Background: an optimization exercise with open tools, aiming at small area. Do not read the settings as production practice.
At most, simulation tests tie the RTL to the original design; equivalence was not proved.
Only the layout flow was run in runs 2 and 3; the RTL was not checked for function there.
No activity file was given, so power comes from the tool's default toggle rates.

`design/flow/standard.sh`:
```
#!/bin/bash
# synth_recipe.tcl (not shown) runs the flow's synth.tcl, then flattens the netlist and writes it again
# the make line also repeats each setting of config.mk as NAME=value (left out here)
make -C /OpenROAD-flow-scripts/flow DESIGN_CONFIG=/design/flow/config.mk WORK_HOME=/design/flow/orfs CLKGATE_MAP_FILE= SYNTH_SCRIPT=/design/flow/synth_recipe.tcl "${@:-finish}"
```
`design/flow/constraint.sdc`:
```
create_clock -name core_clock -period 4.0 [get_ports {clk_sys}]
set_input_delay 0.8000 -clock core_clock [delete_from_list [all_inputs] [get_ports {clk_sys}]]
set_output_delay 0.8000 -clock core_clock [all_outputs]
set_load 0.01 [all_outputs]
```
`design/flow/design.v`:
```
`default_nettype none
package mmu_tx_regs_pkg;
        localparam int addr_w = 24;
        localparam int data_w = 32;
        localparam int id_w = 12;
        localparam int off_w = 7;
        localparam int grp_lsb = off_w;
        localparam int zero_w = addr_w - id_w - 2 - off_w;
        localparam logic [id_w-1:0] mmu_tx_cm_id = 12'h001;
        localparam int ddr_num = 4;
        localparam int beat_w = 11;
        localparam logic [beat_w-1:0] beat_init = 11'h350;
        localparam int cnt_num = 14;
        localparam logic [off_w-1:0] cfg_off = 7'h00;
        localparam logic [off_w-1:0] err_off = 7'h00;
        localparam logic [off_w-1:0] sts_pkt_sta = 7'h00;
        localparam logic [off_w-1:0] sts_hacc_sn = 7'h01;
        localparam logic [off_w-1:0] sts_ddr_rsp_sn = 7'h0c;
        localparam logic [off_w-1:0] sts_seq_info = 7'h0d;
        localparam logic [off_w-1:0] sts_beat_bd = 7'h0e;
        typedef logic [data_w-1:0] reg_word_t;
        typedef logic [beat_w-1:0] beat_t;
        typedef enum logic [1:0] {
                grp_cfg = 2'd0,
                grp_err = 2'd1,
                grp_sts = 2'd2,
                grp_cnt = 2'd3
        } reg_group_e;
        typedef struct packed {
                logic rd;
                logic wr;
                logic [addr_w-1:0] addr;
                reg_word_t wdata;
        } cpu_req_t;
        typedef struct packed {
                reg_word_t pkt_sta;
                logic [10:0] hacc_sn;
                logic [10:0] ddr_rsp_sn;
                logic [2:0] seq_info;
                beat_t online_beat;
                logic [5:0] bd_sta;
        } tx_status_t;
        typedef struct packed {
                logic [ddr_num-1:0] rsp_ok;
                logic [ddr_num-1:0] send_ok;
                logic tx2rx_bd_wen;
                logic kernel_bd_wen;
                logic ddr_rsp;
                logic rxffc_wr;
                logic inq_fifo_rd;
                logic tx_cnt;
        } cnt_event_t;
        function automatic logic blk_match(input logic [addr_w-1:0] addr);
                blk_match = (addr[addr_w-1 -: id_w] == mmu_tx_cm_id) &&
                            (addr[grp_lsb+2 +: zero_w] == '0);
        endfunction
        function automatic reg_group_e addr_group(input logic [addr_w-1:0] addr);
                addr_group = reg_group_e'(addr[grp_lsb +: 2]);
        endfunction
        function automatic logic [off_w-1:0] addr_off(input logic [addr_w-1:0] addr);
                addr_off = addr[off_w-1:0];
        endfunction
endpackage
`default_nettype wire
`default_nettype none
`timescale 1ns/1ns
module mmu_tx_ctrl_regs (
        input  wire         clk_sys,
        input  wire         rst,
        input  wire         cfg_wr,
        input  wire         err_wr,
        input  wire [31:0]  wdata,
        input  wire [31:0]  err_flags,
        output logic [10:0] online_beat,
        output logic [31:0] err_q
);
        always_ff @(posedge clk_sys or posedge rst) begin
                if (rst) begin
                        online_beat <= mmu_tx_regs_pkg::beat_init;
                end else if (cfg_wr) begin
                        online_beat <= wdata[10:0];
                end
        end
        always_ff @(posedge clk_sys) begin
                if (rst) begin
                        err_q <= '0;
                end else begin
                        err_q <= (err_q & ~(err_wr ? wdata : 32'd0)) | err_flags;
                end
        end
endmodule
`default_nettype wire
`default_nettype none
`timescale 1ns/1ns
module mmu_tx_cnt_bank (
        input  wire                  clk_sys,
        input  wire                  rst,
        input  wire                  cpu_wr,
        input  wire [13:0]           sel_cnt,
        input  wire [3:0]            off,
        input  wire [31:0]           wdata,
        input  wire [13:0]           events,
        input  wire                  cnt_clr,
        output logic [27:0]          rd_hi,
        output logic [3:0]           rd_lo,
        output logic                 rd_pend
);
        localparam int n = 14;
        localparam int lo_w = 4;
        localparam int hi_w = 32 - lo_w;
        logic clr;
        logic [3:0] rot;
        logic [n-1:0] rot_hot;
        logic [n-1:0] head;
        logic [4:0] slot_sum;
        logic [3:0] slot;
        logic cnt_hit;
        logic [n-1:0] sel_slot;
        logic [n-1:0] ld_cnt;
        logic [n-1:0] ld_slot;
        logic [lo_w-1:0] lo_q [n];
        logic [n-1:0] pend_q;
        logic [hi_w-1:0] hi_q [n];
        logic [hi_w-1:0] hi_inc;
        logic pend_head;
        assign clr = cnt_clr | rst;
        always_ff @(posedge clk_sys) begin
                if (rst || rot == 4'd13) begin
                        rot <= '0;
                end else begin
                        rot <= rot + 4'd1;
                end
        end
        always_comb begin
                for (int s = 0; s < n; s++) begin
                        rot_hot[s] = (rot == 4'(s));
                end
                for (int i = 0; i < n; i++) begin
                        head[i] = rot_hot[n-1-i];
                end
        end
        assign slot_sum = {1'b0, off} + {1'b0, rot};
        assign slot = (slot_sum >= 5'd14) ? 4'(slot_sum - 5'd14) : slot_sum[3:0];
        assign cnt_hit = |sel_cnt;
        always_comb begin
                for (int s = 0; s < n; s++) begin
                        sel_slot[s] = cnt_hit && (slot == 4'(s));
                end
                for (int s = 0; s < n; s++) begin
                        ld_slot[s] = cpu_wr && sel_slot[(s + n - 1) % n];
                end
        end
        assign ld_cnt = {n{cpu_wr}} & sel_cnt;
        always_ff @(posedge clk_sys) begin
                for (int i = 0; i < n; i++) begin
                        if (clr) begin
                                lo_q[i] <= '0;
                                pend_q[i] <= 1'b0;
                        end else if (ld_cnt[i]) begin
                                lo_q[i] <= wdata[lo_w-1:0];
                                pend_q[i] <= 1'b0;
                        end else begin
                                lo_q[i] <= lo_q[i] + lo_w'(events[i]);
                                pend_q[i] <= (events[i] && (&lo_q[i])) || (pend_q[i] && !head[i]);
                        end
                end
        end
        always_comb begin
                pend_head = 1'b0;
                for (int i = 0; i < n; i++) begin
                        pend_head = pend_head | (head[i] & pend_q[i]);
                end
        end
        mmu_tx_inc #(.w(hi_w)) ring_inc_i (
                .a  (hi_q[n-1]),
                .ci (pend_head),
                .y  (hi_inc)
        );
        logic [n-1:0] hold_slot, load_slot;
        logic [hi_w-1:0] hi_prev [n];
        logic [hi_w-1:0] hi_nxt [n];
        assign hold_slot = ~ld_slot & {n{~clr}};
        assign load_slot = ld_slot & {n{~clr}};
        always_comb begin
                for (int s = 0; s < n; s++) begin
                        hi_prev[s] = (s == 0) ? hi_inc : hi_q[(s + n - 1) % n];
                        hi_nxt[s] = ({hi_w{hold_slot[s]}} & hi_prev[s]) |
                                    ({hi_w{load_slot[s]}} & wdata[31:lo_w]);
                end
        end
        always_ff @(posedge clk_sys) begin
                for (int s = 0; s < n; s++) begin
                        hi_q[s] <= hi_nxt[s];
                end
        end
        always_comb begin
                rd_hi = '0;
                rd_lo = '0;
                rd_pend = 1'b0;
                for (int s = 0; s < n; s++) begin
                        rd_hi = rd_hi | ({hi_w{sel_slot[s]}} & hi_q[s]);
                end
                for (int i = 0; i < n; i++) begin
                        rd_lo = rd_lo | ({lo_w{sel_cnt[i]}} & lo_q[i]);
                        rd_pend = rd_pend | (sel_cnt[i] & pend_q[i]);
                end
        end
endmodule
`default_nettype wire
`default_nettype none
module mmu_tx_inc #(
        parameter int w = 28
) (
        input  wire [w-1:0]  a,
        input  wire          ci,
        output logic [w-1:0] y
);
        localparam int ng = (w + 3) / 4;
        logic [ng-1:0] grp_all;
        logic [ng:0] grp_ci;
        logic [w-1:0] c;
        always_comb begin
                for (int g = 0; g < ng; g++) begin
                        grp_all[g] = 1'b1;
                        for (int k = 4*g; k < 4*g + 4 && k < w; k++) begin
                                grp_all[g] = grp_all[g] & a[k];
                        end
                end
                grp_ci[0] = ci;
                for (int g = 0; g < ng; g++) begin
                        grp_ci[g+1] = grp_ci[g] & grp_all[g];
                end
                for (int g = 0; g < ng; g++) begin
                        c[4*g] = grp_ci[g];
                        for (int k = 4*g + 1; k < 4*g + 4 && k < w; k++) begin
                                c[k] = c[k-1] & a[k-1];
                        end
                end
                y = a ^ c;
        end
endmodule
`default_nettype wire
`default_nettype none
`timescale 1ns/1ns
module mmu_tx_rd_mux (
        input  wire              clk_sys,
        input  wire              rst,
        input  wire              cpu_rd,
        input  wire              sel_cfg,
        input  wire              sel_err,
        input  wire [4:0]        sel_sts,
        input  wire [10:0]       online_beat,
        input  wire [31:0]       err_q,
        input  wire [31:0]       sts_pkt_sta,
        input  wire [10:0]       sts_hacc_sn,
        input  wire [10:0]       sts_ddr_rsp_sn,
        input  wire [2:0]        sts_seq_info,
        input  wire [10:0]       sts_online_beat,
        input  wire [5:0]        sts_bd_sta,
        input  wire [27:0]       cnt_hi,
        input  wire [3:0]        cnt_lo,
        input  wire              cnt_pend,
        output logic [31:0]      rd_data,
        output logic             rd_valid
);
        logic [31:0] word;
        logic [31:0] word_q;
        logic pend_q;
        logic rd_q;
        always_comb begin
                word = ({32{sel_cfg}} & {21'd0, online_beat}) |
                       ({32{sel_err}} & err_q) |
                       ({32{sel_sts[0]}} & sts_pkt_sta) |
                       ({32{sel_sts[1]}} & {21'd0, sts_hacc_sn}) |
                       ({32{sel_sts[2]}} & {21'd0, sts_ddr_rsp_sn}) |
                       ({32{sel_sts[3]}} & {29'd0, sts_seq_info}) |
                       ({32{sel_sts[4]}} & {5'd0, sts_online_beat, 10'd0, sts_bd_sta});
                word = word | {cnt_hi, cnt_lo};
        end
        logic [27:0] hi_sum;
        mmu_tx_inc #(.w(28)) rd_inc_i (
                .a  (word_q[31:4]),
                .ci (pend_q),
                .y  (hi_sum)
        );
        always_ff @(posedge clk_sys) begin
                word_q <= word;
                pend_q <= cnt_pend;
                rd_data <= {hi_sum, word_q[3:0]};
        end
        always_ff @(posedge clk_sys or posedge rst) begin
                if (rst) begin
                        rd_q <= 1'b0;
                        rd_valid <= 1'b0;
                end else begin
                        rd_q <= cpu_rd;
                        rd_valid <= rd_q;
                end
        end
endmodule
`default_nettype wire
`default_nettype none
`timescale 1ns/1ns
module mmu_tx_regs (
        input  wire         clk_sys,
        input  wire         rst,
        input  wire         cpu_rd,
        input  wire         cpu_wr,
        input  wire [23:0]  cpu_addr,
        input  wire [31:0]  cpu_wdata,
        input  wire [31:0]  sts_pkt_sta,
        input  wire [10:0]  sts_hacc_sn,
        input  wire [10:0]  sts_ddr_rsp_sn,
        input  wire [2:0]   sts_seq_info,
        input  wire [10:0]  sts_online_beat,
        input  wire [5:0]   sts_bd_sta,
        input  wire [31:0]  err_flags,
        input  wire [13:0]  events,
        input  wire         cnt_clr,
        output wire [10:0]  online_beat,
        output wire [31:0]  rd_data,
        output wire         rd_valid
);
        localparam int cnt_num = mmu_tx_regs_pkg::cnt_num;
        logic blk;
        logic [1:0] grp;
        logic [6:0] off;
        logic off0;
        logic sel_cfg, sel_err;
        logic [4:0] sel_sts;
        logic [cnt_num-1:0] sel_cnt;
        assign blk = mmu_tx_regs_pkg::blk_match(cpu_addr);
        assign grp = cpu_addr[8:7];
        assign off = cpu_addr[6:0];
        assign off0 = (off == 7'h00);
        assign sel_cfg = blk && (grp == 2'd0) && off0;
        assign sel_err = blk && (grp == 2'd1) && off0;
        assign sel_sts[0] = blk && (grp == 2'd2) && (off == mmu_tx_regs_pkg::sts_pkt_sta);
        assign sel_sts[1] = blk && (grp == 2'd2) && (off == mmu_tx_regs_pkg::sts_hacc_sn);
        assign sel_sts[2] = blk && (grp == 2'd2) && (off == mmu_tx_regs_pkg::sts_ddr_rsp_sn);
        assign sel_sts[3] = blk && (grp == 2'd2) && (off == mmu_tx_regs_pkg::sts_seq_info);
        assign sel_sts[4] = blk && (grp == 2'd2) && (off == mmu_tx_regs_pkg::sts_beat_bd);
        always_comb begin
                for (int i = 0; i < cnt_num; i++) begin
                        sel_cnt[i] = blk && (grp == 2'd3) && (int'(off) == i);
                end
        end
        logic [31:0] err_q;
        logic [27:0] cnt_hi;
        logic [3:0] cnt_lo;
        logic cnt_pend;
        mmu_tx_ctrl_regs ctrl_regs_i (
                .clk_sys     (clk_sys),
                .rst         (rst),
                .cfg_wr      (cpu_wr && sel_cfg),
                .err_wr      (cpu_wr && sel_err),
                .wdata       (cpu_wdata),
                .err_flags   (err_flags),
                .online_beat (online_beat),
                .err_q       (err_q)
        );
        mmu_tx_cnt_bank cnt_bank_i (
                .clk_sys (clk_sys),
                .rst     (rst),
                .cpu_wr  (cpu_wr),
                .sel_cnt (sel_cnt),
                .off     (off[3:0]),
                .wdata   (cpu_wdata),
                .events  (events),
                .cnt_clr (cnt_clr),
                .rd_hi   (cnt_hi),
                .rd_lo   (cnt_lo),
                .rd_pend (cnt_pend)
        );
        mmu_tx_rd_mux rd_mux_i (
                .clk_sys         (clk_sys),
                .rst             (rst),
                .cpu_rd          (cpu_rd),
                .sel_cfg         (sel_cfg),
                .sel_err         (sel_err),
                .sel_sts         (sel_sts),
                .online_beat     (online_beat),
                .err_q           (err_q),
                .sts_pkt_sta     (sts_pkt_sta),
                .sts_hacc_sn     (sts_hacc_sn),
                .sts_ddr_rsp_sn  (sts_ddr_rsp_sn),
                .sts_seq_info    (sts_seq_info),
                .sts_online_beat (sts_online_beat),
                .sts_bd_sta      (sts_bd_sta),
                .cnt_hi          (cnt_hi),
                .cnt_lo          (cnt_lo),
                .cnt_pend        (cnt_pend),
                .rd_data         (rd_data),
                .rd_valid        (rd_valid)
        );
endmodule
`default_nettype wire
`default_nettype none
`timescale 1ns/1ns
module mmu_tx_regs_top (
        input  wire         clk_sys,
        input  wire         rst,
        input  wire         cpu_rd,
        input  wire         cpu_wr,
        input  wire [23:0]  cpu_addr,
        input  wire [31:0]  cpu_wdata,
        input  wire [31:0]  sts_pkt_sta,
        input  wire [10:0]  sts_hacc_sn,
        input  wire [10:0]  sts_ddr_rsp_sn,
        input  wire [2:0]   sts_seq_info,
        input  wire [10:0]  sts_online_beat,
        input  wire [5:0]   sts_bd_sta,
        input  wire [31:0]  err_flags,
        input  wire [13:0]  events,
        input  wire         cnt_clr,
        output wire [10:0]  online_beat,
        output wire [31:0]  rd_data,
        output wire         rd_valid
);
        mmu_tx_regs regs_i (
                .clk_sys         (clk_sys),
                .rst             (rst),
                .cpu_rd          (cpu_rd),
                .cpu_wr          (cpu_wr),
                .cpu_addr        (cpu_addr),
                .cpu_wdata       (cpu_wdata),
                .sts_pkt_sta     (sts_pkt_sta),
                .sts_hacc_sn     (sts_hacc_sn),
                .sts_ddr_rsp_sn  (sts_ddr_rsp_sn),
                .sts_seq_info    (sts_seq_info),
                .sts_online_beat (sts_online_beat),
                .sts_bd_sta      (sts_bd_sta),
                .err_flags       (err_flags),
                .events          (events),
                .cnt_clr         (cnt_clr),
                .online_beat     (online_beat),
                .rd_data         (rd_data),
                .rd_valid        (rd_valid)
        );
endmodule
`default_nettype wire
```
`design/flow/config.mk`:
```
export PLATFORM = sky130hd
export DESIGN_NAME = mmu_tx_regs_top
export DESIGN_NICKNAME = mmu_tx_regs_top
export VERILOG_FILES = /design/flow/design.v
export SDC_FILE = /design/flow/constraint.sdc
export NUM_CORES = 4
export LEC_CHECK = 0
export CAP_MARGIN = 20
export CORE_MARGIN = 2
export CORE_UTILIZATION = 40
export CTS_BUF_LIST = sky130_fd_sc_hd__clkbuf_4
export SLEW_MARGIN = 20
```
`design/flow/flow/run.sh`:
```
#!/bin/bash
# Layout with the standard ORFS flow (standard.sh), changing only:
#  - the cell buffer_ports uses for the port buffers (a plain buf_2
#    instead of the default delay cell), every port is still buffered
#  - clock tree synthesis without dummy loads and with small buffers
# Each make step writes its own log under orfs/logs; make's output
# goes to standard.log in this folder.
set -euo pipefail
export BUFFER_PORTS_ARGS="-buffer_cell sky130_fd_sc_hd__buf_2"
export CTS_ARGS="-sink_clustering_enable -repair_clock_nets -dont_use_dummy_load -buf_list sky130_fd_sc_hd__clkbuf_8 -sink_clustering_size 16 -sink_clustering_max_diameter 60"
bash standard.sh finish > standard.log 2>&1
```
==> out/metrics.cfg, run 1 <==
[clock_tree]
cts-buffers-inserted=47
post-cts-setup-buffer-count=0
cts_hold_buf=0
clock_path_buffers=3
clk_pin_slew_ns=0.11
clkSinkCount=576
cts_tree=built
cts_root_buf=clkbuf_8
cts_resized=0
clk_latency_ns=0.68
cts_max_level=2

[timing]
setup_viol=0
period_minus_slack_ns=3.76
rsz0062_at_grt=false
fmax_ghz=0.266
setup_tns_ns=0
hold_viol=0
slew_violations=0
slew_headroom=0.227
worst_pin_slew_ns=1.16
finalCritPeriodShare=0.940
clock_skew_ns=0.0820

[global_routing]
grt-ovfl-total=0
grtUsageMet1=0.390
grt_pass1_wl_um=138000
grt_max_degree=42
groute.layer.met2.usage=0.505
grt.met3_usage=0.0486
grt_pass1_vias=21100
gr-usage-all-layers=0.305
antenna_found_initial=2
top_usage_layer=met2

[layout]
drive_gt1_frac=0.223
final_cell_mix=563 x dfxtp_1, 420 x a22o_1, 224 x buf_2
final_common_cell=dfxtp_1
final_nets=2808
fill_cells=5350
final_util=0.476
syn_to_final_growth_pct=17.4

[detailed_routing]
drc=0
post_drt_wl_per_cell_um=28.7
antenna_left=0
via_per_inst=6.46
drtIter0Drc=2720
dr.pass1.iters=6
num_vias=21400
wl_um=95000

[yosys]
ys_types=73
synth.cell_area_mm2=0.0235
synthAdderAreaFrac=0.0429
syn_avg_cell_area_um2=10.4
synth_top_family_by_area=compound AO/OA/AOI/OAI gates
synth_simple_gate_area_frac=0.106
synth-seq-cells=576
netlist_instances=2253
synth_flop_cell=dfxtp_1
yosys.area.top_type=dfxtp_1
synth_seq_area_share=0.494
synth_area_leaders=dfxtp_1 48%, a22o_1 16%, ha_1 4.2%, a22oi_1 3.3%, nand2_1 2.7%
synthXorXnorAreaFrac=0.0167
yosys_warnings=13
synth_compound_area_frac=0.281
synth_edf_count=0
synth_nets=2514
ys_async_sr_fraction=0.0226
synth_top_area_frac=0.480
muxShareOfSynthArea=0.0189

[floorplan]
num_rows=88
dieArea_mm2=0.0607
initial_utilization=0.406
core_area_mm2=0.0579
die_h_um=246
die_w_um=246
boundaryPins=225

[outcome]
status=timing/DRC/antenna clean

[placement]
place_congestion=0.960
place_hpwl_um=66500
portBuffers=224

[critical_path]
path_class=register to register
r2r_setup_slack_ns=0.24
worst-endpoint-required_ns=4.55
worstSetupEndpointType=register
cp_max_fo=13
worstSetupStartpointType=register
arrival_ns=4.31

[pwr]
power.density_mw_per_mm2=348
leakage_nw=11.1
peakVddDrop_mv=0.239

[run]
maxCapViolCount=0

[worst_hold_path]
hold_class=primary input to register

-- sequential cells by signal, indices dropped and copies added (netlist names) --
| signal | flops |
|---|---|
| regs_i.cnt_bank_i.rot | 4 |
| regs_i.rd_mux_i.word_q | 32 |
| regs_i.ctrl_regs_i.online_beat | 11 |
| regs_i.cnt_bank_i.lo_q | 56 |
| regs_i.rd_mux_i.pend_q | 1 |
| regs_i.rd_mux_i.rd_data | 32 |
| regs_i.ctrl_regs_i.err_q | 32 |
| regs_i.rd_mux_i.rd_q | 1 |
| regs_i.cnt_bank_i.hi_q | 392 |
| regs_i.cnt_bank_i.pend_q | 14 |
| regs_i.rd_mux_i.rd_valid | 1 |
-- kinds of logic after synthesis --
kind of cell	count (synthesis)
and+or+nand+nor	510
DFF	576
adders and majority gates	80
AOI/OAI and AO/OA	805
muxes	39
buffers and inverters	199
xor gates and xnor gates	44
-- layout make-up --
cell class | count | area, µm² | share of cell area
multi-input combinational | 1478 | 11000 | 0.400
timing repair buffer | 432 | 3300 | 0.119
inverter | 12 | 45.0 | 0.00163
antenna | 1 | 2.50 | 0.0000907
clock buffer | 47 | 647 | 0.0235
sequential | 576 | 11600 | 0.421
tap | 765 | 957 | 0.0347
-- synth_stat cells, drive strengths merged (3+ instances only) --
cell type    n
a221oi      40
a32o         3
mux2        23
a211oi      35
nand4       44
and2         5
clkbuf      98
nand3b       3
nor3        22
nor4b        4
xnor2       15
nor2b       13
nor3b        4
mux2i       14
buf         89
xor2        29
nor4         6
a21oi       91
a32oi        6
nor2        94
a21o         3
a21boi       4
a221o        4
dfstp        4
a31oi        8
a22oi      104
dfxtp      563
dfrtp        9
nand2b       5
inv         11
and3        37
nand2      171
a222oi      45
a22o       420
or4          4
or3          9
and4         3
o21ai       28
ha          79
nand3       84
-- metal layers --
metal	vias to the layer above	part of all wire
li1	9246	-
met1	10600	0.40
met2	1322	0.47
met3	246	0.090
met4	2	0.045
met5	-	0.00014
-- where the power goes --
| group | leakage, nW | switching [mW] | internal, mW | total, mW |
|---|---|---|---|---|
| sequential | 4.71 | 0.0273 | 5.77 | 5.80 |
| combinational | 6.10 | 0.544 | 0.295 | 0.839 |
| clock | 0.338 | 1.92 | 1.05 | 2.97 |
-- final timing paths --
kind,start,to,cells after the start
max,regs_i.cnt_bank_i.rot[0],regs_i.cnt_bank_i.hi_q[7][0],15
min in group asynchronous,rst,regs_i.ctrl_regs_i.online_beat[5],3
min reg2reg,regs_i.rd_mux_i.word_q[3],regs_i.rd_mux_i.rd_data[3],0
min,cpu_rd,regs_i.rd_mux_i.rd_q,1
max in group asynchronous,rst,regs_i.ctrl_regs_i.online_beat[2],3
max reg2reg,regs_i.cnt_bank_i.rot[0],regs_i.cnt_bank_i.hi_q[7][0],15
-- stage by stage --
step                      worst slack [ns]  instances  cell area [µm²]  power [mW]  hold slack (ns)
final                                0.240       3311            27600        9.60            0.307
after global routing                0.0151       3311            27600        9.87            0.286
after CTS                            0.274       3310            27600        9.62            0.260
after detailed placement            -0.277       3263            26900        6.75            0.313
after global placement              -0.260       3263            26900        6.74            0.318
after floorplan                     0.0167       2253            23500        6.30            0.310
-- worst max-delay path, cell delays in order, from the launching register on --
cell,delay (ns)
dfxtp_1,0.37
ha_2,0.20
fa_1,0.43
xnor2_2,0.18
inv_2,0.07
ha_2,0.24
a31oi_4,0.06
o211a_4,0.26
buf_4,0.14
buf_4,0.13
nor4_1,0.34
o21a_1,0.40
buf_4,0.19
nor2b_2,0.26
buf_12,0.22
a22o_1,0.14
==> run 2: changes to the inputs <==
--- a/design/flow/design.v
+++ b/design/flow/design.v
@@ -110,8 +110,11 @@
         localparam int hi_w = 32 - lo_w;
         logic clr;
+        logic clr_d;
         logic [3:0] rot;
+        logic [3:0] rot2;
         logic [n-1:0] rot_hot;
         logic [n-1:0] head;
-        logic [4:0] slot_sum;
+        logic [4:0] sum_a;
+        logic [4:0] sum_b;
         logic [3:0] slot;
         logic cnt_hit;
@@ -119,4 +122,5 @@
         logic [n-1:0] ld_cnt;
         logic [n-1:0] ld_slot;
+        logic [n-1:0] rd_sel_q;
         logic [lo_w-1:0] lo_q [n];
         logic [n-1:0] pend_q;
@@ -131,4 +135,5 @@
                         rot <= rot + 4'd1;
                 end
+                clr_d <= clr;
         end
         always_comb begin
@@ -140,6 +145,8 @@
                 end
         end
-        assign slot_sum = {1'b0, off} + {1'b0, rot};
-        assign slot = (slot_sum >= 5'd14) ? 4'(slot_sum - 5'd14) : slot_sum[3:0];
+        assign rot2 = rot + 4'd2;
+        assign sum_a = {1'b0, off} + {1'b0, rot};
+        assign sum_b = {1'b0, off} + {1'b0, rot2};
+        assign slot = sum_b[4] ? sum_b[3:0] : sum_a[3:0];
         assign cnt_hit = |sel_cnt;
         always_comb begin
@@ -180,5 +187,5 @@
         logic [hi_w-1:0] hi_prev [n];
         logic [hi_w-1:0] hi_nxt [n];
-        assign hold_slot = ~ld_slot & {n{~clr}};
+        assign hold_slot = ~ld_slot & {n{~clr_d}};
         assign load_slot = ld_slot & {n{~clr}};
         always_comb begin
@@ -195,13 +202,20 @@
         end
         always_comb begin
-                rd_hi = '0;
                 rd_lo = '0;
                 rd_pend = 1'b0;
-                for (int s = 0; s < n; s++) begin
-                        rd_hi = rd_hi | ({hi_w{sel_slot[s]}} & hi_q[s]);
-                end
                 for (int i = 0; i < n; i++) begin
                         rd_lo = rd_lo | ({lo_w{sel_cnt[i]}} & lo_q[i]);
-                        rd_pend = rd_pend | (sel_cnt[i] & pend_q[i]);
+                        rd_pend = rd_pend | (sel_cnt[i] & pend_q[i] & !head[i]);
+                end
+        end
+        always_ff @(posedge clk_sys) begin
+                for (int s = 0; s < n; s++) begin
+                        rd_sel_q[s] <= sel_slot[(s + n - 1) % n];
+                end
+        end
+        always_comb begin
+                rd_hi = '0;
+                for (int s = 0; s < n; s++) begin
+                        rd_hi = rd_hi | ({hi_w{rd_sel_q[s]}} & hi_q[s]);
                 end
         end
@@ -276,9 +290,9 @@
                        ({32{sel_sts[3]}} & {29'd0, sts_seq_info}) |
                        ({32{sel_sts[4]}} & {5'd0, sts_online_beat, 10'd0, sts_bd_sta});
-                word = word | {cnt_hi, cnt_lo};
+                word = word | {28'd0, cnt_lo};
         end
         logic [27:0] hi_sum;
         mmu_tx_inc #(.w(28)) rd_inc_i (
-                .a  (word_q[31:4]),
+                .a  (word_q[31:4] | cnt_hi),
                 .ci (pend_q),
                 .y  (hi_sum)
--- a/design/flow/config.mk
+++ b/design/flow/config.mk
@@ -9,4 +9,4 @@
 export CORE_MARGIN = 2
 export CORE_UTILIZATION = 40
-export CTS_BUF_LIST = sky130_fd_sc_hd__clkbuf_4
+export GPL_TIMING_DRIVEN = 0
 export SLEW_MARGIN = 20
==> out/metrics.cfg, run 2 <==
[clock_tree]
cts_root_buf=clkbuf_8
clk_latency_ns=0.71
clkSinkCount=591
cts_max_level=2
clock_path_buffers=3
cts_tree=built
clk_pin_slew_ns=0.11
cts-buffers-inserted=50

[yosys]
yosys_warnings=13
synth_nets=2550
synth_area_leaders=dfxtp_1 48%, a22o_1 15%, a22oi_1 4.7%, ha_1 4.2%, nor2_1 2.1%
synth-seq-cells=591
synth_top_area_frac=0.480
synth_edf_count=0
ys_async_sr_fraction=0.0220
netlist_instances=2286
syn_avg_cell_area_um2=10.5
yosys-top-cells-count=578 x dfxtp_1, 403 x a22o_1, 151 x a22oi_1, 133 x nor2_1, 108 x clkbuf_1
synth_seq_area_share=0.494
synth_flop_cell=dfxtp_1
synth_most_common_cell=dfxtp_1
ys_types=82
yosys.area.top_type=dfxtp_1
synth.cell_area_mm2=0.0241

[floorplan]
num_rows=89
dieArea_mm2=0.0623
boundaryPins=225
die_h_um=250
initial_utilization=0.406
die_w_um=250
core_area_mm2=0.0594

[global_routing]
gr-usage-all-layers=0.313
grt-ovfl-total=0
grt_pass1_vias=21300
grt_max_degree=17
antenna_found_initial=3
grt_pass1_wl_um=145000

[layout]
fill_cells=5640
top_regs=regs_i.cnt_bank_i.hi_q: 392 flops, regs_i.cnt_bank_i.lo_q: 56 flops
final_nets=2814
largest_register_ffs=392
drive_gt1_frac=0.182
regMostFlops=regs_i.cnt_bank_i.hi_q
syn_to_final_growth_pct=12.7
final_cell_mix=571 x dfxtp_1, 403 x a22o_1, 268 x buf_2
final_common_cell=dfxtp_1

[worst_hold_path]
hold_class=primary input to register
min_from=cpu_rd

[pwr]
peakVddDrop_mv=0.216
power_mw=9.83
power.density_mw_per_mm2=362
leakage_nw=11.1

[detailed_routing]
post_drt_wl_per_cell_um=30.5
via_per_inst=6.47
antenna_left=0
num_vias=21500
drtIter0Drc=3046
dr.pass1.iters=7
wl_um=101000
drc=0

[critical_path]
path_class=register to register
worst-endpoint-required_ns=4.55
crit_path_start=regs_i.cnt_bank_i.rot[3]
timing.rr.end=regs_i.cnt_bank_i.hi_q[13][7]
worstSetupEndpointType=register
worst_path_max_delay_cell=a41oi_2
cp_common_cell=buf_2
slowest_delay_ns=0.57
crit_chain=buf_2 -> clkbuf_1 -> xor2_1 -> ha_1 -> nor2_1 -> a21oi_4 -> mux2i_1 -> a41oi_2 -> buf_2 -> a22o_1
worstSetupStartpointType=register
cp_num_cells=10
arrival_ns=4.44
cp_max_fo=10
timing.rr.start=regs_i.cnt_bank_i.rot[3]
critPathBufInv=3
r2r_setup_slack_ns=0.11
crit_family=compound AO/OA/AOI/OAI gates
cp-endpoint=regs_i.cnt_bank_i.hi_q[13][7]
worst-r2r-cell-count=10

[timing]
setup_tns_ns=0
hold_viol=0
clock_skew_ns=0.0908
slew_violations=0
rsz0062_at_grt=false
setup_viol=0
slew_headroom=0.187
finalCritPeriodShare=0.971
period_minus_slack_ns=3.89
fmax_ghz=0.257
worst_pin_slew_ns=1.22

[placement]
place_congestion=0.952
portBuffers=219
place_hpwl_um=68600

[outcome]
status=timing/DRC/antenna clean

[run]
maxCapViolCount=0

-- run 2: cell families (layout without fill, tap and decap cells) --
| family | Yosys count | count (layout) | share of synthesized area |
|---|---|---|---|
| AO/OA/AOI/OAI | 796 | 796 | 0.272 |
| flip-flops | 591 | 591 | 0.494 |
| AND/OR/NAND/NOR | 450 | 450 | 0.100 |
| buffers and inverters | 249 | 511 | 0.0434 |
| adder cells (fa/ha/maj) | 83 | 83 | 0.0437 |
| multiplexers | 65 | 65 | 0.0279 |
| XOR/XNOR | 52 | 52 | 0.0195 |
| other | 0 | 3 | 0 |
-- run 2: worst min path at each step --
stage / endpoint / slack, ns / depth (start not counted)
after floorplan: regs_i.rd_mux_i.rd_data[0] / 0.31 / 0
after global placement: regs_i.rd_mux_i.rd_data[0] / 0.31 / 0
after detailed placement: regs_i.rd_mux_i.rd_data[0] / 0.32 / 0
after CTS: regs_i.rd_mux_i.rd_q / 0.20 / 1
after global routing: regs_i.rd_mux_i.rd_q / 0.21 / 1
final: regs_i.rd_mux_i.rd_q / 0.24 / 1
-- run 2: layout make-up --
type	count	area, µm²	share of cell area
repair buffers	226	1180	0.0435
clock buffers	50	688	0.0253
inverters	62	233	0.00857
well taps	773	967	0.0356
multi-input cells	1446	11300	0.417
diodes	3	7.51	0.000276
flip-flops and latches	591	11900	0.438
plain buffers	173	845	0.0311
-- run 2: where the power goes --
| part | leakage (nW) | switching (mW) | internal (mW) |
|---|---|---|---|
| registers | 4.83 | 0.0289 | 5.92 |
| clock network | 0.360 | 1.99 | 1.11 |
| logic | 5.95 | 0.570 | 0.213 |
| total | 11.1 | 2.59 | 7.25 |
-- run 2: metal layers --
metal | routed length [µm] | global-route usage | share of wire | vias up
li1 | - | - | - | 9292
met5 | 20 | 0 | 0.00020 | -
met1 | 41800 | 0.415 | 0.41 | 10600
met4 | 4150 | 0.130 | 0.041 | 4
met2 | 44000 | 0.479 | 0.43 | 1352
met3 | 11400 | 0.0891 | 0.11 | 262
-- run 2: timing repair --
| action | in CTS | in global routing |
|---|---|---|
| hold buffers | 0 | 0 |
| endpoints found under the setup margin | 156 | 184 |
| hold endpoints to repair | 0 | 0 |
| buffers inserted | 3 | 2 |
| resized for setup | 52 | 28 |
-- run 2: per-stage QoR --
| step | worst slack, ns | area (µm²) | cells | utilization | hold WS (ns) |
|---|---|---|---|---|---|
| floorplan | 0.796 | 24100 | 2286 | - | 0.310 |
| global placement | -0.983 | 26200 | 3278 | 0.441 | 0.313 |
| detailed placement | -0.977 | 26200 | 3280 | 0.442 | 0.321 |
| CTS | -0.0223 | 27100 | 3324 | 0.456 | 0.205 |
| global route | 0.00676 | 27200 | 3322 | 0.458 | 0.205 |
| finish | 0.114 | 27200 | 3324 | 0.458 | 0.244 |
==> run 3: changes to the inputs <==
--- a/design/flow/design.v
+++ b/design/flow/design.v
@@ -122,5 +122,5 @@
         logic [n-1:0] ld_cnt;
         logic [n-1:0] ld_slot;
-        logic [n-1:0] rd_sel_q;
+        logic [3:0] rd_slot_q;
         logic [lo_w-1:0] lo_q [n];
         logic [n-1:0] pend_q;
@@ -210,12 +210,10 @@
         end
         always_ff @(posedge clk_sys) begin
-                for (int s = 0; s < n; s++) begin
-                        rd_sel_q[s] <= sel_slot[(s + n - 1) % n];
-                end
+                rd_slot_q <= cnt_hit ? slot : 4'hf;
         end
         always_comb begin
                 rd_hi = '0;
                 for (int s = 0; s < n; s++) begin
-                        rd_hi = rd_hi | ({hi_w{rd_sel_q[s]}} & hi_q[s]);
+                        rd_hi = rd_hi | ({hi_w{rd_slot_q == 4'((s + n - 1) % n)}} & hi_q[s]);
                 end
         end
==> design/flow/run.sh (new file) <==
#!/bin/bash
# synth_recipe.tcl (not shown) runs the flow's synth.tcl, then flattens the netlist and writes it again
# the make line also repeats each setting of config.mk as NAME=value (left out here)
make -C /OpenROAD-flow-scripts/flow DESIGN_CONFIG=/design/flow/config.mk WORK_HOME=/design/flow/orfs CLKGATE_MAP_FILE= SYNTH_SCRIPT=/design/flow/synth_recipe.tcl finish
--- a/design/flow/config.mk
+++ b/design/flow/config.mk
@@ -9,4 +9,4 @@
 export CORE_MARGIN = 2
 export CORE_UTILIZATION = 40
-export GPL_TIMING_DRIVEN = 0
+export CTS_BUF_LIST = sky130_fd_sc_hd__clkbuf_4
 export SLEW_MARGIN = 20
removed: design/flow/flow/run.sh
removed: design/flow/standard.sh
==> out/metrics.cfg, run 3 <==
[global_routing]
antenna_found_initial=2
grt_pass1_wl_um=150000
gr-usage-all-layers=0.317
grt_max_degree=57
grt-ovfl-total=0
grt_pass1_vias=23400

[worst_hold_path]
hold_class=primary input to register
min_from=cpu_rd

[yosys]
synth_nets=2670
synth_seq_area_share=0.471
synth_most_common_cell=dfxtp_1
synth-seq-cells=581
ys_async_sr_fraction=0.0224
netlist_instances=2406
synth.cell_area_mm2=0.0248
yosys.area.top_type=dfxtp_1
synth_top_area_frac=0.458
synth_edf_count=0
synth_flop_cell=dfxtp_1
yosys_warnings=13
syn_avg_cell_area_um2=10.3
ys_types=83
synth_area_leaders=dfxtp_1 46%, a22o_1 15%, ha_1 4.1%, mux2i_1 3.1%, a22oi_1 2.3%
yosys-top-cells-count=568 x dfxtp_1, 418 x a22o_1, 139 x nand2_1, 136 x nor2_1, 81 x ha_1

[timing]
setup_viol=0
setup_slack_ns=0.0663
worst_pin_slew_ns=1.28
slew_violations=0
slew_headroom=0.147
hold_viol=0
period_minus_slack_ns=3.93
clock_skew_ns=0.0730
finalCritPeriodShare=0.983
fmax_ghz=0.254

[pwr]
clkPwrFrac=0.456
swShare=0.253
power.density_mw_per_mm2=390
cell_internal_pwr_mw=9.07
seqPwrFrac=0.482
peakVddDrop_mv=0.250
pwr-share-comb=0.062
leakage_nw=12.8
p_switching_mw=3.07

[detailed_routing]
drtIter0Drc=3025
via_per_inst=6.26
drc=0
post_drt_wl_per_cell_um=27.8
wl_um=104000
antenna_left=0
dr.pass1.iters=6
num_vias=23300

[placement]
dpl_worst_slack_ns=-0.163
dpl.cell_count=3445
place_congestion=0.991
place_hpwl_um=67800
post_dp_cell_area_mm2=0.0290
portBuffers=224

[clock_tree]
clk_latency_ns=1.04
cts_tree=built
cts-buffers-inserted=160
clkSinkCount=581
clk_pin_slew_ns=0.06
cts_max_level=4
post-cts-setup-buffer-count=0
cts_hold_buf=0
clock_path_buffers=3
cts_root_buf=clkbuf_4

[critical_path]
cp_max_fo=22
crit_path_start=regs_i.cnt_bank_i.rd_slot_q[2]
timing.rr.start=regs_i.cnt_bank_i.rd_slot_q[2]
path_class=register to register
worstSetupStartpointType=register
worst-endpoint-required_ns=4.88
worstSetupEndpointType=register
arrival_ns=4.81

[floorplan]
num_rows=91
initial_utilization=0.403
die_w_um=253
die_h_um=253
core_area_mm2=0.0616
boundaryPins=225
dieArea_mm2=0.0641

[layout]
regMostFlops=regs_i.cnt_bank_i.hi_q
syn_to_final_growth_pct=25.3
fin_area_mm2=0.0311
final_cells=3726
largest_register_ffs=392
top_regs=regs_i.cnt_bank_i.hi_q: 392 flops, regs_i.cnt_bank_i.lo_q: 56 flops
final_nets=3035
drive_gt1_frac=0.190
final_cell_mix=563 x dfxtp_1, 418 x a22o_1, 242 x clkbuf_4
final_common_cell=dfxtp_1

[run]
maxCapViolCount=0

[outcome]
status=timing/DRC/antenna clean

## run 3: cell types whose count changed after synthesis, moves of 29 or more
cell,previous run,this run
a22oi_1,151,76
clkbuf_1,108,77
inv_1,60,31
a311oi_1,33,0
buf_2,46,75
nand2_1,78,139
mux2i_1,47,78
## run 3: layout make-up
| cell class | count | area (µm²) |
|---|---|---|
| sequential | 581 | 11700 |
| inverter | 31 | 116 |
| antenna | 1 | 2.50 |
| fill | 5651 | 30500 |
| tap | 837 | 1050 |
| clock buffer | 242 | 1820 |
| clock inverter | 37 | 250 |
| timing repair buffer | 405 | 4090 |
| multi-input combinational | 1592 | 12100 |
## run 3: per-layer routing
| layer | up-vias | routed length, µm | GRT usage |
|---|---|---|---|
| li1 | 9999 | - | - |
| met1 | 11400 | 39800 | 0.382 |
| met2 | 1611 | 47100 | 0.504 |
| met3 | 367 | 10800 | 0.0822 |
| met4 | 0 | 5970 | 0.196 |
| met5 | - | 0 | 0 |
## run 3: cells by family (layout without fill, tap and decap cells)
logic type,Yosys count,count (layout),share of synthesized area
AOI/OAI and AO/OA,799,799,0.259
DFF,581,581,0.471
and+or+nand+nor,539,539,0.109
buffers and inverters,233,715,0.0462
muxes,124,124,0.0554
adders and majority gates,83,83,0.0424
xor gates and xnor gates,47,47,0.0166
other,0,1,0
## run 3: path summary, 6_finish.rpt
kind	endpoint	slack, ns	cells past startpoint
max	regs_i.rd_mux_i.rd_data[31]	0.07	14
min	regs_i.rd_mux_i.rd_q	0.25	1
max reg2reg	regs_i.rd_mux_i.rd_data[31]	0.07	14
min reg2reg	regs_i.rd_mux_i.rd_data[2]	0.33	0
max in group asynchronous	regs_i.ctrl_regs_i.online_beat[2]	3.21	3
min in group asynchronous	regs_i.ctrl_regs_i.online_beat[10]	0.35	3
## run 3: worst max-delay path, cell delays in order, from the launching register on
cell      delay (ns)
dfxtp_4         0.51
buf_4           0.36
and3b_1         0.29
a221oi_1        0.31
o21ai_0         0.15
nor3_1          0.62
nor4b_2         0.17
nand4_1         0.22
buf_12          0.15
nor4_1          0.05
buf_4           0.16
ha_1            0.23
ha_1            0.22
ha_1            0.23
xnor2_1         0.13
## run 3: power groups by stage
stage / clock, mW / sequential, mW / combinational, mW
after floorplan: 0 / 5.97 / 0.300
after global placement: 0 / 5.98 / 0.710
after global routing: 5.97 / 5.85 / 0.781
after CTS: 5.64 / 5.85 / 0.731
final: 5.54 / 5.85 / 0.747
after detailed placement: 0 / 5.98 / 0.728
## run 3: per-stage QoR
step / hold slack [ns] / util / setup TNS, ns / power, mW
after floorplan: 0.310 / - / 0 / 6.27
after global placement: 0.317 / 0.470 / -8.66 / 6.69
after detailed placement: 0.319 / 0.471 / -7.87 / 6.71
after CTS: 0.138 / 0.505 / 0 / 12.2
after global routing: 0.182 / 0.506 / -0.0166 / 12.6
final: 0.246 / 0.506 / 0 / 12.1
## run 3: repair_timing
item	in CTS	in global routing
setup endpoints to repair	2	2
gates resized for setup	6	3
pin swaps	0	1
endpoints found under the hold margin	0	0
==> run 4: changes to the inputs <==
--- a/design/flow/design.v
+++ b/design/flow/design.v
@@ -100,4 +100,5 @@
         input  wire [3:0]            off,
         input  wire [31:0]           wdata,
+        input  wire [27:0]           wr_hi_q,
         input  wire [13:0]           events,
         input  wire                  cnt_clr,
@@ -122,5 +123,6 @@
         logic [n-1:0] ld_cnt;
         logic [n-1:0] ld_slot;
-        logic [3:0] rd_slot_q;
+        logic [n-1:0] rd_sel_q;
+        logic wr_q;
         logic [lo_w-1:0] lo_q [n];
         logic [n-1:0] pend_q;
@@ -136,4 +138,5 @@
                 end
                 clr_d <= clr;
+                wr_q <= cpu_wr;
         end
         always_comb begin
@@ -155,5 +158,5 @@
                 end
                 for (int s = 0; s < n; s++) begin
-                        ld_slot[s] = cpu_wr && sel_slot[(s + n - 1) % n];
+                        ld_slot[s] = wr_q && rd_sel_q[(s + n - 1) % n];
                 end
         end
@@ -188,10 +191,10 @@
         logic [hi_w-1:0] hi_nxt [n];
         assign hold_slot = ~ld_slot & {n{~clr_d}};
-        assign load_slot = ld_slot & {n{~clr}};
+        assign load_slot = ld_slot & {n{~clr_d}};
         always_comb begin
                 for (int s = 0; s < n; s++) begin
                         hi_prev[s] = (s == 0) ? hi_inc : hi_q[(s + n - 1) % n];
                         hi_nxt[s] = ({hi_w{hold_slot[s]}} & hi_prev[s]) |
-                                    ({hi_w{load_slot[s]}} & wdata[31:lo_w]);
+                                    ({hi_w{load_slot[s]}} & wr_hi_q);
                 end
         end
@@ -210,10 +213,12 @@
         end
         always_ff @(posedge clk_sys) begin
-                rd_slot_q <= cnt_hit ? slot : 4'hf;
+                for (int s = 0; s < n; s++) begin
+                        rd_sel_q[s] <= sel_slot[(s + n - 1) % n];
+                end
         end
         always_comb begin
                 rd_hi = '0;
                 for (int s = 0; s < n; s++) begin
-                        rd_hi = rd_hi | ({hi_w{rd_slot_q == 4'((s + n - 1) % n)}} & hi_q[s]);
+                        rd_hi = rd_hi | ({hi_w{rd_sel_q[s]}} & hi_q[s]);
                 end
         end
@@ -259,4 +264,6 @@
         input  wire              rst,
         input  wire              cpu_rd,
+        input  wire              cpu_wr,
+        input  wire [31:0]       cpu_wdata,
         input  wire              sel_cfg,
         input  wire              sel_err,
@@ -273,4 +280,5 @@
         input  wire [3:0]        cnt_lo,
         input  wire              cnt_pend,
+        output logic [27:0]      wr_hi_q,
         output logic [31:0]      rd_data,
         output logic             rd_valid
@@ -288,7 +296,8 @@
                        ({32{sel_sts[3]}} & {29'd0, sts_seq_info}) |
                        ({32{sel_sts[4]}} & {5'd0, sts_online_beat, 10'd0, sts_bd_sta});
-                word = word | {28'd0, cnt_lo};
+                word = word | {28'd0, cnt_lo} | ({32{cpu_wr}} & {cpu_wdata[31:4], 4'd0});
         end
         logic [27:0] hi_sum;
+        assign wr_hi_q = word_q[31:4];
         mmu_tx_inc #(.w(28)) rd_inc_i (
                 .a  (word_q[31:4] | cnt_hi),
@@ -342,4 +351,7 @@
         logic [4:0] sel_sts;
         logic [cnt_num-1:0] sel_cnt;
+        logic rd_cfg, rd_err;
+        logic [4:0] rd_sts;
+        logic [27:0] wr_hi_q;
         assign blk = mmu_tx_regs_pkg::blk_match(cpu_addr);
         assign grp = cpu_addr[8:7];
@@ -353,4 +365,7 @@
         assign sel_sts[3] = blk && (grp == 2'd2) && (off == mmu_tx_regs_pkg::sts_seq_info);
         assign sel_sts[4] = blk && (grp == 2'd2) && (off == mmu_tx_regs_pkg::sts_beat_bd);
+        assign rd_cfg = sel_cfg && !cpu_wr;
+        assign rd_err = sel_err && !cpu_wr;
+        assign rd_sts = sel_sts & {5{!cpu_wr}};
         always_comb begin
                 for (int i = 0; i < cnt_num; i++) begin
@@ -379,4 +394,5 @@
                 .off     (off[3:0]),
                 .wdata   (cpu_wdata),
+                .wr_hi_q (wr_hi_q),
                 .events  (events),
                 .cnt_clr (cnt_clr),
@@ -389,7 +405,9 @@
                 .rst             (rst),
                 .cpu_rd          (cpu_rd),
-                .sel_cfg         (sel_cfg),
-                .sel_err         (sel_err),
-                .sel_sts         (sel_sts),
+                .cpu_wr          (cpu_wr),
+                .cpu_wdata       (cpu_wdata),
+                .sel_cfg         (rd_cfg),
+                .sel_err         (rd_err),
+                .sel_sts         (rd_sts),
                 .online_beat     (online_beat),
                 .err_q           (err_q),
@@ -403,4 +421,5 @@
                 .cnt_lo          (cnt_lo),
                 .cnt_pend        (cnt_pend),
+                .wr_hi_q         (wr_hi_q),
                 .rd_data         (rd_data),
                 .rd_valid        (rd_valid)
==> design/flow/flow/run.sh (new file) <==
#!/bin/bash
# Layout with the standard ORFS flow (standard.sh), changing only:
#  - the cell buffer_ports uses for the port buffers (a plain buf_2
#    instead of the default delay cell), every port is still buffered
#  - clock tree synthesis without dummy loads and with small buffers
# Each make step writes its own log under orfs/logs; make's output
# goes to standard.log in this folder.
set -euo pipefail
export BUFFER_PORTS_ARGS="-buffer_cell sky130_fd_sc_hd__buf_2"
export CTS_ARGS="-sink_clustering_enable -repair_clock_nets -dont_use_dummy_load -buf_list sky130_fd_sc_hd__clkbuf_8 -sink_clustering_size 16 -sink_clustering_max_diameter 60"
bash standard.sh finish > standard.log 2>&1
==> design/flow/standard.sh (new file) <==
#!/bin/bash
# synth_recipe.tcl (not shown) runs the flow's synth.tcl, then flattens the netlist and writes it again
# the make line also repeats each setting of config.mk as NAME=value (left out here)
make -C /OpenROAD-flow-scripts/flow DESIGN_CONFIG=/design/flow/config.mk WORK_HOME=/design/flow/orfs CLKGATE_MAP_FILE= SYNTH_SCRIPT=/design/flow/synth_recipe.tcl "${@:-finish}"
--- a/design/flow/config.mk
+++ b/design/flow/config.mk
@@ -8,5 +8,5 @@
 export CAP_MARGIN = 20
 export CORE_MARGIN = 2
-export CORE_UTILIZATION = 40
-export CTS_BUF_LIST = sky130_fd_sc_hd__clkbuf_4
+export CORE_UTILIZATION = 60
+export GPL_TIMING_DRIVEN = 0
 export SLEW_MARGIN = 20
removed: design/flow/run.sh
==> out/metrics.cfg, run 4 <==
[outcome]
status=failed layout checks
so.violations=negative setup slack

[yosys]
netlist_instances=2326
synth_area_leaders=dfxtp_1 48%, a22o_1 15%, a22oi_1 5.3%, ha_1 4.2%, a21oi_1 1.9%
syn_avg_cell_area_um2=10.3
yosys-top-cells-count=579 x dfxtp_1, 403 x a22o_1, 169 x a22oi_1, 114 x nand2_1, 114 x nor2_1
synth_most_common_cell=dfxtp_1
yosys_warnings=13
synth.cell_area_mm2=0.0241
ys_types=77
synth-seq-cells=592
synth_top_area_frac=0.482
synth_flop_cell=dfxtp_1
synth_nets=2590
yosys.area.top_type=dfxtp_1
synth_edf_count=0
ys_async_sr_fraction=0.0220
synth_seq_area_share=0.496

[critical_path]
worst_path_max_delay_cell=clkbuf_1
worstSetupStartpointType=register
worstSetupEndpointType=register
path_class=register to register
crit_chain=clkbuf_1 -> a22oi_1 -> nand4_1 -> nor4bb_1 -> nand3_1 -> nor3_1 -> ha_1 -> ha_1 -> ha_1
cp_max_fo=10
critPathBufInv=1
worst-endpoint-required_ns=4.56
cp_common_cell=ha_1
crit_family=simple AND/OR/NAND/NOR gates
arrival_ns=4.61
slowest_delay_ns=0.98

[clock_tree]
cts_tree=built
cts-buffers-inserted=45
post-cts-setup-buffer-count=0
cts_hold_buf=0
clkSinkCount=592
cts_resized=0
cts_max_level=2
clk_pin_slew_ns=0.09
clk_latency_ns=0.71
clock_path_buffers=3
cts_root_buf=clkbuf_8

[layout]
top_regs=regs_i.cnt_bank_i.hi_q: 392 flops, regs_i.cnt_bank_i.lo_q: 56 flops
largest_register_ffs=392
final_common_cell=dfxtp_1
drive_gt1_frac=0.145
final_cell_mix=579 x dfxtp_1, 403 x a22o_1, 286 x buf_2
final_nets=2859
final_util=0.668
syn_to_final_growth_pct=10.1
regMostFlops=regs_i.cnt_bank_i.hi_q

[global_routing]
grt_pass1_vias=21400
antenna_found_initial=4
grt_pass1_wl_um=136000
grt_max_degree=17
gr-usage-all-layers=0.438
grt-ovfl-total=0

[detailed_routing]
dr.pass1.iters=8
post_drt_wl_per_cell_um=30.0
num_vias=22500
drtIter0Drc=3519
via_per_inst=7.20
wl_um=93500
drc=0
antenna_left=0

[pwr]
seqPwrFrac=0.623
swShare=0.257
power_mw=9.68
clkPwrFrac=0.303
cell_internal_pwr_mw=7.19
peakVddDrop_mv=0.238
power.density_mw_per_mm2=366
p_switching_mw=2.49
pwr-share-comb=0.073
leakage_nw=10.7

[timing]
hold_viol=0
slew_headroom=0.130
clock_skew_ns=0.0859
worst_pin_slew_ns=1.31
slew_violations=0
period_minus_slack_ns=4.05
fmax_ghz=0.247
rsz0062_at_grt=false
hold_slack_ns=0.296
setup_viol=2
finalCritPeriodShare=1.01
setup_slack_ns=-0.0495

[run]
maxCapViolCount=0

[floorplan]
die_h_um=204
num_rows=73
boundaryPins=225
initial_utilization=0.607
core_area_mm2=0.0396
dieArea_mm2=0.0417
die_w_um=204

[placement]
place_hpwl_um=64500
dpl_worst_slack_ns=0.218
portBuffers=220
place_congestion=0.987

[worst_hold_path]
hold_class=primary input to register

run 4: kinds of logic (layout without fill, tap and decap cells):
logic type / count (synthesis) / after routing / synth area share
other cells: 0 / 2 / 0
simple gates: 514 / 514 / 0.115
xor+xnor: 51 / 51 / 0.0186
buf+inv: 226 / 493 / 0.0391
flops: 592 / 592 / 0.496
mux: 47 / 47 / 0.0207
fa+ha+maj: 83 / 83 / 0.0438
compound gates: 813 / 813 / 0.268
run 4: final timing paths:
kind                                                       to                      startpoint  depth (start not counted)  slack (ns)
min                                      regs_i.rd_mux_i.rd_q                          cpu_rd                          1        0.30
min reg2reg                        regs_i.rd_mux_i.rd_data[2]       regs_i.rd_mux_i.word_q[2]                          0        0.33
max reg2reg                       regs_i.rd_mux_i.rd_data[30]  regs_i.cnt_bank_i.rd_sel_q[12]                          9       -0.05
min in group asynchronous  regs_i.ctrl_regs_i.online_beat[10]                             rst                          3        0.86
max in group asynchronous   regs_i.ctrl_regs_i.online_beat[2]                             rst                          3        2.70
max                               regs_i.rd_mux_i.rd_data[30]  regs_i.cnt_bank_i.rd_sel_q[12]                          9       -0.05
run 4: through the flow:
| stage | area [µm²] | cells | setup TNS, ns |
|---|---|---|---|
| floorplan | 24100 | 2326 | 0 |
| global placement | 25800 | 3071 | 0 |
| detailed placement | 25800 | 3071 | 0 |
| CTS | 26400 | 3116 | 0 |
| global route | 26500 | 3118 | 0 |
| finish | 26500 | 3120 | -0.0960 |
run 4: area by class of cell:
cell class | count | area (µm²)
Sequential cell | 592 | 11900
Fill cell | 3279 | 13200
Clock buffer | 45 | 619
Buffer | 211 | 885
Timing Repair Buffer | 222 | 1110
Inverter | 15 | 56.3
Tap cell | 525 | 657
Multi-Input combinational cell | 1508 | 11200
Antenna cell | 2 | 5.00
run 4: per-layer routing:
metal,vias up,track usage,wire [µm]
li1,9433,-,-
met1,10700,0.567,35200
met2,1873,0.665,40100
met3,426,0.118,12200
met4,8,0.244,6090
met5,-,0,52
run 4: power groups by stage:
stage	Clock, mW	Combinational [mW]	Sequential, mW
6_report	2.94	0.712	6.04
5_1_grt	3.12	0.751	6.04
4_1_cts	2.91	0.684	6.03
3_5_place_dp	0	0.682	6.17
3_3_place_gp	0	0.670	6.16
2_1_floorplan	0	0.358	6.14
==> run 5: changes to the inputs <==
--- a/design/flow/config.mk
+++ b/design/flow/config.mk
@@ -8,5 +8,5 @@
 export CAP_MARGIN = 20
 export CORE_MARGIN = 2
-export CORE_UTILIZATION = 60
+export CORE_UTILIZATION = 40
 export GPL_TIMING_DRIVEN = 0
 export SLEW_MARGIN = 20
==> out/metrics.cfg, run 5 <==
[outcome]
status=timing/DRC/antenna clean

[detailed_routing]
num_vias=21900
post_drt_wl_per_cell_um=29.4
drc=0
wl_um=99000
drtIter0Drc=3098
dr.pass1.iters=6
antenna_left=0
via_per_inst=6.49

[critical_path]
worst-endpoint-required_ns=4.49
r2r_setup_slack_ns=0.08
slowest_delay_ns=0.75
arrival_ns=4.42
worst_path_max_delay_cell=buf_1
timing.rr.start=regs_i.cnt_bank_i.rd_sel_q[6]
worst-r2r-cell-count=12
worstSetupStartpointType=register
cp_max_fo=10
path_class=register to register
worstSetupEndpointType=register
cp_common_cell=ha_1
crit_chain=buf_2 -> buf_1 -> a22oi_1 -> nand4_1 -> nor2_1 -> nor4_1 -> nand3_1 -> nor3_1 -> ha_1 -> ha_1 -> ha_1 -> xnor2_1
timing.rr.end=regs_i.rd_mux_i.rd_data[31]

[worst_hold_path]
worstHoldEndpoint=regs_i.rd_mux_i.rd_q
hold_class=primary input to register
min_path_cells=1
min_from=cpu_rd

[layout]
syn_to_final_growth_pct=11.8
regMostFlops=regs_i.cnt_bank_i.hi_q
multiInputGateArea_mm2=0.0112
ff_latch_area_mm2=0.0119
final_cell_mix=579 x dfxtp_1, 403 x a22o_1, 284 x buf_2
fill_cells=5713
final_nets=2863
final_common_cell=dfxtp_1
top_regs=regs_i.cnt_bank_i.hi_q: 392 flops, regs_i.cnt_bank_i.lo_q: 56 flops
drive_gt1_frac=0.151
largest_register_ffs=392
final_cells=3372

[placement]
portBuffers=220
place_hpwl_um=68500
dpl.cell_count=3319
place_congestion=0.987

[yosys]
synth_seq_area_share=0.496
syn_avg_cell_area_um2=10.3
ys_types=77
synth.cell_area_mm2=0.0241
synth_edf_count=0
synth-seq-cells=592
ys_async_sr_fraction=0.0220
yosys.area.top_type=dfxtp_1
yosys_warnings=13
synth_flop_cell=dfxtp_1
synth_area_leaders=dfxtp_1 48%, a22o_1 15%, a22oi_1 5.3%, ha_1 4.2%, a21oi_1 1.9%
synth_top_area_frac=0.482
synth_most_common_cell=dfxtp_1
synth_nets=2590
netlist_instances=2326
yosys-top-cells-count=579 x dfxtp_1, 403 x a22o_1, 169 x a22oi_1, 114 x nand2_1, 114 x nor2_1

[pwr]
seqPwrFrac=0.610
pwr-share-comb=0.073
clkPwrFrac=0.317
p_switching_mw=2.59
leakage_nw=10.8
power.density_mw_per_mm2=368
peakVddDrop_mv=0.263
swShare=0.262
cell_internal_pwr_mw=7.30

[floorplan]
initial_utilization=0.406
die_h_um=249
num_rows=89
dieArea_mm2=0.0621
boundaryPins=225
die_w_um=249
core_area_mm2=0.0592

[clock_tree]
cts_hold_buf=0
cts-buffers-inserted=50
clk_latency_ns=0.74
cts_tree=built
cts_root_buf=clkbuf_8
clk_pin_slew_ns=0.09
clock_path_buffers=3
cts_max_level=2
clkSinkCount=592
post-cts-setup-buffer-count=0

[timing]
slew_violations=0
hold_viol=0
setup_viol=0
fmax_ghz=0.255
clock_skew_ns=0.127
period_minus_slack_ns=3.92
rsz0062_at_grt=false
finalCritPeriodShare=0.981
worst_pin_slew_ns=1.22
slew_headroom=0.186
hold_slack_ns=0.247

[global_routing]
antenna_found_initial=2
gr-usage-all-layers=0.307
grt_max_degree=17
grt_pass1_vias=21600
grt_pass1_wl_um=143000
grt-ovfl-total=0

[run]
maxCapViolCount=0

## run 5: cell counts after synthesis
No cell type changed its count.
## run 5: worst max-delay path by stage
stage                                   startpoint                             to  slack (ns)  depth (start not counted)
finish               regs_i.cnt_bank_i.rd_sel_q[6]    regs_i.rd_mux_i.rd_data[31]        0.08                         12
global route         regs_i.cnt_bank_i.rd_sel_q[6]    regs_i.rd_mux_i.rd_data[31]       0.004                         12
CTS                  regs_i.cnt_bank_i.rd_sel_q[9]    regs_i.rd_mux_i.rd_data[31]        0.03                         12
detailed placement  regs_i.cnt_bank_i.rd_sel_q[12]    regs_i.rd_mux_i.rd_data[30]       -0.05                          9
global placement    regs_i.cnt_bank_i.rd_sel_q[12]    regs_i.rd_mux_i.rd_data[30]       -0.13                          9
floorplan                 regs_i.cnt_bank_i.rot[1]  regs_i.cnt_bank_i.hi_q[0][26]        1.29                         12
## run 5: worst max-delay path, delay by kind of cell, from the launching register on
kind / cells / cell delay (ns)
xor+xnor: 1 / 0.07
flops: 1 / 0.41
buf+inv: 2 / 1.15
simple gates: 5 / 1.30
compound gates: 1 / 0.24
fa+ha+maj: 3 / 0.57
## run 5: logic make-up (layout without fill, tap and decap cells)
logic type,after synthesis,after routing,synth area share
AND/OR/NAND/NOR,514,514,0.115
other,0,2,0
buffers and inverters,226,497,0.0391
AO/OA/AOI/OAI,813,813,0.268
flip-flops,592,592,0.496
adder cells (fa/ha/maj),83,83,0.0438
XOR/XNOR,51,51,0.0186
multiplexers,47,47,0.0207
## run 5: timing repair
action | CTS | global route
resized for setup | 5 | 7
gates cloned | 0 | 0
endpoints found under the setup margin | 2 | 2
## run 5: cell type report
class	count	share of cell area
Antenna cell	2	0.000186
Buffer	211	0.0333
Inverter	15	0.00209
Tap cell	773	0.0360
Sequential cell	592	0.443
Timing Repair Buffer	221	0.0412
Clock buffer	50	0.0256
Multi-Input combinational cell	1508	0.418
## run 5: per-stage QoR
step / cell area [µm²] / setup TNS [ns] / util / setup slack (ns) / power (mW)
2_1_floorplan: 24100 / 0 / - / 1.29 / 6.50
3_3_place_gp: 26100 / -0.230 / 0.441 / -0.131 / 6.85
3_5_place_dp: 26200 / -0.0695 / 0.441 / -0.0461 / 6.87
4_1_cts: 26900 / 0 / 0.453 / 0.0270 / 9.89
5_1_grt: 26900 / 0 / 0.454 / 0.00420 / 10.2
6_report: 26900 / 0 / 0.454 / 0.0761 / 9.89
## run 5: metal layers
| layer | wire [µm] | vias up | GRT usage | part of all wire |
|---|---|---|---|---|
| met3 | 11300 | 291 | 0.0807 | 0.11 |
| met2 | 43500 | 1501 | 0.476 | 0.44 |
| met5 | 0 | - | 0 | 0 |
| met1 | 39100 | 10600 | 0.395 | 0.39 |
| li1 | - | 9440 | - | - |
| met4 | 5070 | 0 | 0.153 | 0.051 |
## run 5: power groups by stage
stage | Clock, mW | Sequential [mW] | Combinational (mW)
floorplan | 0 | 6.14 | 0.358
global placement | 0 | 6.17 | 0.687
detailed placement | 0 | 6.17 | 0.700
CTS | 3.15 | 6.03 | 0.703
global route | 3.36 | 6.04 | 0.767
finish | 3.13 | 6.04 | 0.720
==> run 6: changes to the inputs <==
==> design/flow/flow/run.sh (replaced) <==
#!/bin/bash
# Layout with the standard ORFS flow (standard.sh), changing only:
#  - the cell buffer_ports uses for the port buffers (a plain buf_1
#    instead of the default delay cell), every port is still buffered
#  - clock tree synthesis without dummy loads and with small buffers
# Each make step writes its own log under orfs/logs; make's output
# goes to standard.log in this folder.
set -euo pipefail
export BUFFER_PORTS_ARGS="-buffer_cell sky130_fd_sc_hd__buf_1"
export CTS_ARGS="-sink_clustering_enable -repair_clock_nets -dont_use_dummy_load -buf_list sky130_fd_sc_hd__clkbuf_8 -sink_clustering_size 16 -sink_clustering_max_diameter 60"
bash standard.sh finish > standard.log 2>&1
==> out/metrics.cfg, run 6 <==
[pwr]
p_switching_mw=2.59
power_mw=9.84
cell_internal_pwr_mw=7.25
peakVddDrop_mv=0.207
seqPwrFrac=0.613
clkPwrFrac=0.315
leakage_nw=10.1
power.density_mw_per_mm2=370
pwr-share-comb=0.071
swShare=0.263

[yosys]
synth-seq-cells=592
yosys.area.top_type=dfxtp_1
synth_flop_cell=dfxtp_1
syn_avg_cell_area_um2=10.3
synth_edf_count=0
ys_types=77
netlist_instances=2326
synth_nets=2590
yosys_warnings=13
synth_top_area_frac=0.482
synth.cell_area_mm2=0.0241
yosys-top-cells-count=579 x dfxtp_1, 403 x a22o_1, 169 x a22oi_1, 114 x nand2_1, 114 x nor2_1
synth_most_common_cell=dfxtp_1
synth_seq_area_share=0.496
ys_async_sr_fraction=0.0220
synth_area_leaders=dfxtp_1 48%, a22o_1 15%, a22oi_1 5.3%, ha_1 4.2%, a21oi_1 1.9%

[global_routing]
gr-usage-all-layers=0.313
grt_pass1_vias=21800
grt-ovfl-total=0
grt_pass1_wl_um=146000
antenna_found_initial=1
grt_max_degree=17

[placement]
portBuffers=220
dpl.cell_count=3319
post_dp_cell_area_mm2=0.0259
dpl_worst_slack_ns=-0.0878
place_hpwl_um=69100
place_congestion=0.974

[timing]
hold_viol=0
finalCritPeriodShare=0.965
worst_pin_slew_ns=1.26
setup_viol=0
fmax_ghz=0.259
hold_slack_ns=0.226
rsz0062_at_grt=false
setup_slack_ns=0.140
setup_tns_ns=0
slew_headroom=0.160
clock_skew_ns=0.154
slew_violations=0
period_minus_slack_ns=3.86

[critical_path]
cp_common_cell=ha_1
path_class=register to register
crit_path_start=regs_i.cnt_bank_i.rot[1]
worstSetupEndpointType=register
cp-endpoint=regs_i.cnt_bank_i.hi_q[0][14]
crit_family=simple AND/OR/NAND/NOR gates
worst-endpoint-required_ns=4.59
timing.rr.end=regs_i.cnt_bank_i.hi_q[0][14]
worst_path_max_delay_cell=nor3_1
slowest_delay_ns=0.66
r2r_setup_slack_ns=0.14
timing.rr.start=regs_i.cnt_bank_i.rot[1]
cp_num_cells=12
cp_max_fo=9
arrival_ns=4.45
worst-r2r-cell-count=12
crit_chain=inv_1 -> ha_1 -> clkbuf_1 -> a222oi_1 -> mux4_2 -> nand2_1 -> nand2_1 -> nor3_1 -> ha_1 -> ha_1 -> ha_1 -> a22o_1
worstSetupStartpointType=register
critPathBufInv=2

[clock_tree]
cts_max_level=2
cts_hold_buf=0
clock_path_buffers=3
clk_pin_slew_ns=0.10
clkSinkCount=592
cts_resized=8
cts-buffers-inserted=49
clk_latency_ns=0.73
post-cts-setup-buffer-count=0
cts_tree=built
cts_root_buf=clkbuf_8

[detailed_routing]
num_vias=22200
dr.pass1.iters=9
via_per_inst=6.60
drc=0
drtIter0Drc=3092
antenna_left=0
post_drt_wl_per_cell_um=30.0
wl_um=101000

[layout]
ff_latch_area_mm2=0.0119
final_cell_mix=579 x dfxtp_1, 403 x a22o_1, 248 x buf_1
fill_cells=5765
fin_area_mm2=0.0266
drive_gt1_frac=0.0682
multiInputGateArea_mm2=0.0113
top_regs=regs_i.cnt_bank_i.hi_q: 392 flops, regs_i.cnt_bank_i.lo_q: 56 flops
final_util=0.449
final_nets=2861
regMostFlops=regs_i.cnt_bank_i.hi_q
final_cells=3369
largest_register_ffs=392
syn_to_final_growth_pct=10.6
final_common_cell=dfxtp_1

[floorplan]
die_w_um=249
num_rows=89
boundaryPins=225
core_area_mm2=0.0592
die_h_um=249
initial_utilization=0.406
dieArea_mm2=0.0621

[worst_hold_path]
hold_class=primary input to register

[run]
maxCapViolCount=0

[outcome]
status=timing/DRC/antenna clean

-- run 6: cell count changes in the layout (fill, tap and decap cells not counted), moves of 4 or more --
cell / change
buf_2: -220
buf_1: +219
a21oi_2: +4
a21oi_1: -4
-- run 6: routing by layer --
layer	part of all wire	wire length [µm]	GRT usage
met5	0	0	0
met4	0.045	4500	0.135
met3	0.11	11100	0.0691
met2	0.44	44800	0.491
met1	0.40	40600	0.415
-- run 6: area by class of cell --
type	count	area share
inverter	15	0.00212
antenna	1	0.0000940
multi-input combinational	1508	0.423
timing repair buffer	220	0.0310
tap	773	0.0363
clock buffer	49	0.0253
buffer	211	0.0337
sequential	592	0.448
-- run 6: kinds of logic after synthesis --
group                    synth area share
XOR/XNOR                           0.0186
buffers and inverters              0.0391
multiplexers                       0.0207
AND/OR/NAND/NOR                     0.115
flip-flops                          0.496
adder cells (fa/ha/maj)            0.0438
AO/OA/AOI/OAI                       0.268
-- run 6: power groups by stage --
stage	Combinational, mW	Sequential, mW	Clock (mW)
floorplan	0.358	6.14	0
CTS	0.684	6.03	3.12
global route	0.747	6.04	3.34
global placement	0.666	6.17	0
finish	0.702	6.04	3.10
detailed placement	0.681	6.17	0
-- run 6: worst min path at each step --
stage | from | end | slack (ns) | cells after the start
2_1_floorplan | regs_i.rd_mux_i.word_q[0] | regs_i.rd_mux_i.rd_data[0] | 0.31 | 0
3_3_place_gp | regs_i.rd_mux_i.word_q[3] | regs_i.rd_mux_i.rd_data[3] | 0.32 | 0
3_5_place_dp | regs_i.rd_mux_i.word_q[3] | regs_i.rd_mux_i.rd_data[3] | 0.32 | 0
4_1_cts | cpu_rd | regs_i.rd_mux_i.rd_q | 0.19 | 1
5_1_grt | cpu_rd | regs_i.rd_mux_i.rd_q | 0.22 | 1
6_report | cpu_rd | regs_i.rd_mux_i.rd_q | 0.23 | 1

Re-timed with assumed drivers on the ports (clkbuf_16 on the clock, buf_2 on other inputs), run 6 has 0.140 ns of setup slack against 0.140 ns with ideal ports, and 0.140 ns once port delays also move by the mid clock arrival of 0.715 ns.
